From an optimization exercise on the open Yosys and OpenROAD flow, aimed at small area, a short achievable clock period and few clock cycles per item; shortcuts taken in it are not production practice.
RTL that was checked went through simulation tests only; none was proved equivalent to the original.
No activity file was given, so power comes from the tool's default toggle rates.

## huff_top
module huff_top
(
  input  logic       clk,
  input  logic       rst,
  input  logic       sym_req,
  input  logic [3:0] sym,
  output logic       sym_ack,
  output logic       table_start,
  output logic       table_valid,
  output logic       table_bit,
  output logic       table_done
);
Size in the first run: about 990 cells after synthesis, roughly 300 flip-flops, roughly 12 I/O pins, ~11000 µm² of cells after synthesis.
export LEC_CHECK = 0
export CAP_MARGIN = 20
export CORE_MARGIN = 2
export CORE_UTILIZATION = 40
export CTS_BUF_LIST = sky130_fd_sc_hd__clkbuf_8
export CTS_CLUSTER_DIAMETER = 50
export CTS_CLUSTER_SIZE = 16
export PLACE_DENSITY = 0.6
export SETUP_SLACK_MARGIN = 2.8
export SLEW_MARGIN = 20
create_clock -name core_clock -period 5.0 [get_ports {clk}]
run.sh (not shown) runs the stock make flow with config.mk's settings and CLKGATE_MAP_FILE= SYNTH_SCRIPT=/design/flow/synth_recipe.tcl, a recipe that flattens the netlist after the stock synthesis.
The first run completed with no timing, DRC or antenna violations.
Next try:
--- a/flow/config.mk
+++ b/flow/config.mk
@@ -14,3 +14,3 @@
 export PLACE_DENSITY = 0.6
-export SETUP_SLACK_MARGIN = 2.8
+export SETUP_SLACK_MARGIN = 3.0
 export SLEW_MARGIN = 20
Outcome: Clock power barely changes; cell area grows slightly; synthesized cell count is unchanged; synthesized area does not change; sequential cell count does not change; setup slack loses 37 ps; utilization is higher by 0.57 points; non-clock buffer count goes up by 12.
No functional check of the RTL was part of any run of this note.

========
The RTL this note starts from:
==> flow/design.v <==
`timescale 1ns/1ns
module huff_top
(
  input  logic       clk,
  input  logic       rst,
  input  logic       sym_req,
  input  logic [3:0] sym,
  output logic       sym_ack,
  output logic       table_start,
  output logic       table_valid,
  output logic       table_bit,
  output logic       table_done
);
  localparam logic [8:0] WMAX = 9'h1FF;         
  localparam logic [1:0] M_INIT = 2'd0;         
  localparam logic [1:0] M_COLL = 2'd1;         
  localparam logic [1:0] M_WAIT = 2'd2;         
  localparam logic [1:0] M_BLD  = 2'd3;         
  logic [1:0] mode;
  logic [3:0] p;                                
  logic       first;                            
  logic       last_p;                           
  logic [3:0] rnd;                              
  logic [7:0] blk;                              
  logic       take;
  logic       wrdy;                             
  logic       fin;                              
  logic       merged;                           
  logic [3:0] symq;                             
  logic       tq;                               
  assign last_p = (p == 4'd9);
  assign take   = sym_req & ~sym_ack & (mode == M_COLL);
  assign merged = (mode == M_BLD) & (rnd != 4'd0);
  logic [8:0] w  [10];                          
  logic [2:0] sm [10];                          
  logic [3:0] n;                                
  logic [3:0] n2;                               
  logic [2:0] sm_n2;
  logic [2:0] smq;                              
  assign n  = last_p ? 4'd0 : p + 4'd1;
  always_comb
  begin
    sm_n2 = '0;
    for (int i = 0; i < 10; i++)
      if (n2 == 4'(i))
        sm_n2 = sm[i];
  end
  logic [8:0] best_w, sec_w, sum_r;
  logic [3:0] best_i, sec_i, a_r, b_r;
  logic [8:0] sumv;
  logic [8:0] xd;                               
  logic       lt_b, lt_s;
  logic       mod_en;                           
  logic [3:0] a_e, b_e;
  assign sumv   = best_w + sec_w;               
  assign xd     = ~(first & merged) ? w[0] :
                  (best_i == 4'd0) ? WMAX : ((sec_i == 4'd0) ? sumv : w[0]);
  assign lt_b   = (w[0] <= best_w);             
  assign lt_s   = (w[0] <= sec_w);
  assign mod_en = merged & ~last_p;
  assign a_e    = first ? best_i : a_r;
  assign b_e    = first ? sec_i : b_r;
  always_ff @(posedge clk)
  begin
    for (int i = 0; i < 8; i++)
      w[i+1] <= w[i+2];
    w[9] <= ((mode == M_INIT) || (mode == M_BLD && rnd == 4'd8)) ? 9'd0 : xd;
    if (mode == M_INIT)
      w[0] <= 9'd0;
    else if (mod_en && n == a_e)
      w[0] <= WMAX;
    else if (mod_en && n == b_e)
      w[0] <= first ? sumv : sum_r;
    else
      w[0] <= w[1] + {6'd0, smq};
    smq  <= (mode == M_INIT) ? 3'd0 : sm_n2;
    for (int i = 0; i < 10; i++)
      sm[i] <= ((n2 == 4'(i)) ? 3'd0 : sm[i]) + {2'd0, tq && (symq == 4'(i))};
    symq <= sym;
    tq   <= take;
    if (first)
    begin
      best_w <= xd;
      best_i <= p;
      sec_w  <= WMAX;
      sum_r  <= sumv;                           
      a_r    <= best_i;
      b_r    <= sec_i;
    end
    else if (lt_b)
    begin
      best_w <= w[0];
      best_i <= p;
      sec_w  <= best_w;
      sec_i  <= best_i;
    end
    else if (lt_s)
    begin
      sec_w <= w[0];
      sec_i <= p;
    end
  end
  logic [7:0] rec [9];                          
  logic [3:0] q;                                
  logic [3:0] ra, rb;
  assign ra = rec[0][7:4];
  assign rb = rec[0][3:0];
  always_ff @(posedge clk)
  begin
    for (int i = 0; i < 8; i++)
      rec[i] <= rec[i+1];
    rec[8] <= (first && (merged || fin)) ? {best_i, sec_i} : rec[0];
  end
  localparam logic [1:0] E_IDLE = 2'd0;
  localparam logic [1:0] E_SYNC = 2'd1;         
  localparam logic [1:0] E_WALK = 2'd2;         
  localparam logic [1:0] E_EMIT = 2'd3;         
  logic [1:0] est;
  logic [3:0] dig;
  logic [3:0] s;                                
  logic [9:0] code;                             
  logic       last_bit;
  assign last_bit = (code[9:1] == 9'd1);
  always_ff @(posedge clk)
  begin
    case (est)
      E_WALK:
        if (s == ra)
        begin
          code <= {code[8:0], 1'b0};
          s    <= rb;
        end
        else if (s == rb)
          code <= {code[8:0], 1'b1};
      E_EMIT:
      begin
        code <= {1'b0, code[9:1]};
        if (last_bit)
        begin
          dig <= dig + 4'd1;
          s   <= dig + 4'd1;
        end
      end
      default:
        ;
    endcase
    if (fin)
    begin
      dig  <= '0;
      s    <= '0;
      code <= 10'd1;
    end
  end
  always_ff @(posedge clk or negedge rst)
  begin
    if (!rst)
    begin
      mode        <= M_INIT;
      p           <= '0;
      n2          <= 4'd2;
      first       <= 1'b1;
      rnd         <= '0;
      blk         <= '0;
      wrdy        <= 1'b0;
      fin         <= 1'b0;
      sym_ack     <= 1'b0;
      q           <= '0;
      est         <= E_IDLE;
      table_start <= 1'b0;
      table_valid <= 1'b0;
      table_bit   <= 1'b0;
      table_done  <= 1'b0;
    end
    else
    begin
      p       <= n;
      n2      <= (n2 == 4'd9) ? 4'd0 : n2 + 4'd1;
      first   <= last_p;
      sym_ack <= sym_req & (sym_ack | (mode == M_COLL));
      if (tq)
        blk <= blk + 8'd1;
      fin <= 1'b0;
      case (mode)
        M_INIT:
          if (last_p)
            mode <= M_COLL;
        M_COLL:
          if (tq && blk == 8'd255)
            mode <= M_WAIT;
        M_WAIT:
          if (p == 4'd8)
            wrdy <= 1'b1;
          else if (last_p && wrdy)
          begin
            wrdy <= 1'b0;
            mode <= M_BLD;
            rnd  <= '0;
          end
        default:
          if (last_p)
          begin
            rnd <= rnd + 4'd1;
            if (rnd == 4'd8)
            begin
              mode <= M_COLL;
              fin  <= 1'b1;
            end
          end
      endcase
      q <= (fin || q == 4'd8) ? 4'd0 : q + 4'd1;
      table_start <= 1'b0;
      table_valid <= 1'b0;
      table_bit   <= 1'b0;
      table_done  <= 1'b0;
      case (est)
        E_IDLE:
          ;
        E_SYNC:
          if (dig == 4'd10)
          begin
            table_done <= 1'b1;
            est        <= E_IDLE;
          end
          else if (q == 4'd8)
            est <= E_WALK;
        E_WALK:
          if (q == 4'd8)
            est <= E_EMIT;
        default:
        begin
          table_valid <= 1'b1;
          table_bit   <= code[0];
          if (last_bit)
            est <= (q == 4'd8 && dig != 4'd9) ? E_WALK : E_SYNC;
        end
      endcase
      if (fin)
      begin
        table_start <= 1'b1;
        est         <= E_WALK;
      end
    end
  end
endmodule
make LEC_CHECK=0 CAP_MARGIN=20 CORE_MARGIN=2 CORE_UTILIZATION=40 CTS_BUF_LIST=sky130_fd_sc_hd__clkbuf_8 CTS_CLUSTER_DIAMETER=45 CTS_CLUSTER_SIZE=24 PLACE_DENSITY=0.6 SETUP_SLACK_MARGIN=2.7 SLEW_MARGIN=20 finish   # period 5.0 ns
The starting point finished with timing, DRC and antenna clean.
Change:
CTS_CLUSTER_DIAMETER = 50   (was 45)
CTS_CLUSTER_SIZE = 16   (was 24)
Effect: Power falls by 0.54%; die area does not change; routed wire length rises by about 2.6%; register-to-register slack gets worse by 0.08 ns; utilization is about the same; via count rises by about 0.32%; worst setup slack gets worse by 0.081 ns; area after synthesis stays the same; clock-buffer cell count falls by 1; final area is about the same; clock skew is about the same.
Change:
ABC_AREA = 1   (was not set)
Worst hold slack stays flat. Non-clock buffer count shrinks by 22. Cell area drops by about 2.1%. Clock power decreases by about 10%. Total power shrinks by about 12%. First-iteration DRC count grows by 44%. Routed wire length increases by 6.2%. Worst setup slack improves by 0.16 ns.
No run of this note included a check of the RTL's function; only the layout flow was run.

========
huff_top, a different RTL version from the one above (not shown whole).
Size: roughly 290 flip-flops, about 12 I/O pins, ~11000 sq um of cells after synthesis.
clock: 5.0 ns
lec_check: 0
cap_margin: 20
core_margin: 2
core_utilization: 40
place_density: 0.6
setup_slack_margin: 3.0
slew_margin: 20
The first run went through all stages and came out clean.
Change:
--- a/flow/config.mk
+++ b/flow/config.mk
@@ -12 +12 @@
-export SETUP_SLACK_MARGIN = 3.0
+export SETUP_SLACK_MARGIN = 2.5
=> The new run ran to the end with no violations. Setup slack loses 0.098 ns. Power decreases by 16%. Wire length decreases by 14%. Die area does not change. Register-to-register slack loses 0.098 ns. Clock skew decreases by 0.0078 ns. Design area decreases by 13%.
Change:
--- a/flow/config.mk
+++ b/flow/config.mk
@@ -12 +11,0 @@
-export SETUP_SLACK_MARGIN = 2.5
Non-clock buffer count went down by 15; power shrinks by 2.0%; routed wire length shrinks by 2.1%.
Change:
--- a/flow/config.mk
+++ b/flow/config.mk
@@ -11,0 +12 @@
+export SETUP_SLACK_MARGIN = 3.5
Effect: Setup slack improves by 1.1 ns. Synthesized cell count does not change. Total power went up by a quarter to a third.
No functional check of the RTL was part of any run of this note.

========
Another version of the RTL of huff_top (not shown whole).
Size: about 12 I/O pins, roughly 12000 µm² of cells after synthesis.
export LEC_CHECK = 0
export ABC_AREA = 1
export CAP_MARGIN = 20
export CORE_MARGIN = 2
export CORE_UTILIZATION = 40
export CTS_BUF_LIST = sky130_fd_sc_hd__clkbuf_8
export CTS_CLUSTER_DIAMETER = 50
export CTS_CLUSTER_SIZE = 16
export PLACE_DENSITY = 0.6
export SETUP_SLACK_MARGIN = 3.0
export SLEW_MARGIN = 20
create_clock -name core_clock -period 5.0 [get_ports {clk}]
The starting point completed with no timing, DRC or antenna violations.
Testbench counts at the start, summed over its fixed seeds: cycles 36,143, blocks 64.
Next try:
CTS_CLUSTER_DIAMETER = 60   (was 50)
CTS_CLUSTER_SIZE = 20   (was 16)
SETUP_SLACK_MARGIN = 2.85   (was 3.0)
Effect: The new run went through all stages and came out clean. Clock skew is about the same. Sequential power is about the same. Worst setup slack loses 0.016 ns. Register-to-register slack is worse by 0.09 ns. Cell count fell by 2.1%. Sequential share of layout area rose by 3.0 points. Global-route usage fell by 0.37 points. Power fell by 9.2%. Design area drops by 6.2%.
Next try:
CORE_UTILIZATION = 50   (was 40)
CTS_CLUSTER_DIAMETER = 50   (was 60)
CTS_CLUSTER_SIZE = 16   (was 20)
PLACE_DENSITY = 0.7   (was 0.6)
SETUP_SLACK_MARGIN = 2.8   (was 2.85)
After rerunning: Synthesized cell count stays the same. Worst setup slack gets worse by 0.028 ns. Worst hold slack is worse by 0.011 ns. Wire length decreases by 2.6%. Die area goes down by 20%. Clock-buffer cell count rises by 5. First-iteration DRC count decreases by 1.3%. Power went up by 1.8%. Design area drops by 0.45%. Final cell count drops by 3.5%. Clock skew is about the same.

==> afterwards: timing with drivers on the ports <==
The results above use ideal ports. As a check the final layouts listed here were re-extracted and re-timed, cells and wires unchanged.
Step 1 (the two cells are an assumption about what drives the block):
set clk [get_ports {clk}]
set_driving_cell -lib_cell sky130_fd_sc_hd__clkbuf_16 $clk
set_driving_cell -lib_cell sky130_fd_sc_hd__buf_2 [delete_from_list [all_inputs] $clk]
Step 2 adds t to the input delays and takes it off the output delays; t is the mean of the earliest and latest rising clock arrival at the registers after step 1. Input paths then give back, and output paths get back, about the clock's delay inside the block.
a / b / c = no drivers / after step 1 / after step 2; a / b = the first two.
run | shift t [ns] | slack for setup (ns) | hold slack, ns
the first run of note 1 | 0.640 | 2.742 / 2.742 / 2.742 | 0.308 / 0.308 / 0.308
the second run of note 1 | 0.627 | 2.705 / 2.705 / 2.705 | 0.310 / 0.310 / 0.310
the first run of note 2 | 0.643 | 2.717 / 2.717 / 2.717 | 0.320 / 0.320 / 0.320
the second run of note 2 | 0.611 | 2.635 / 2.635 / 2.635 | 0.325 / 0.325 / 0.325
the third run of note 2 | 0.601 | 2.793 / 2.751 / 2.903 | 0.322 / 0.322 / 0.322
the first run of note 3 | 0.591 | 2.611 / 2.611 / 2.373 | 0.316 / 0.316 / 0.316
the second run of note 3 | 0.573 | 2.513 / 2.480 / 2.058 | 0.318 / 0.318 / 0.318
the third run of note 3 | 0.575 | 1.466 / 1.466 / 1.466 | 0.324 / 0.324 / 0.324
the fourth run of note 3 | 0.606 | 2.583 / 2.583 / 2.459 | 0.318 / 0.318 / 0.318
the first run of note 4 | 0.580 | 2.919 / 2.874 / 2.650 | 0.327 / 0.327 / 0.327
the second run of note 4 | 0.617 | 2.903 / 2.858 / 2.379 | 0.326 / 0.326 / 0.326
the third run of note 4 | 0.633 | 2.876 / 2.833 / 2.431 | 0.315 / 0.315 / 0.315
After both steps setup and hold are still met in every run listed. For the second run of note 4, which loses most, drivers alone change the setup slack by -0.045 ns; drivers and shift together by -0.524 ns.
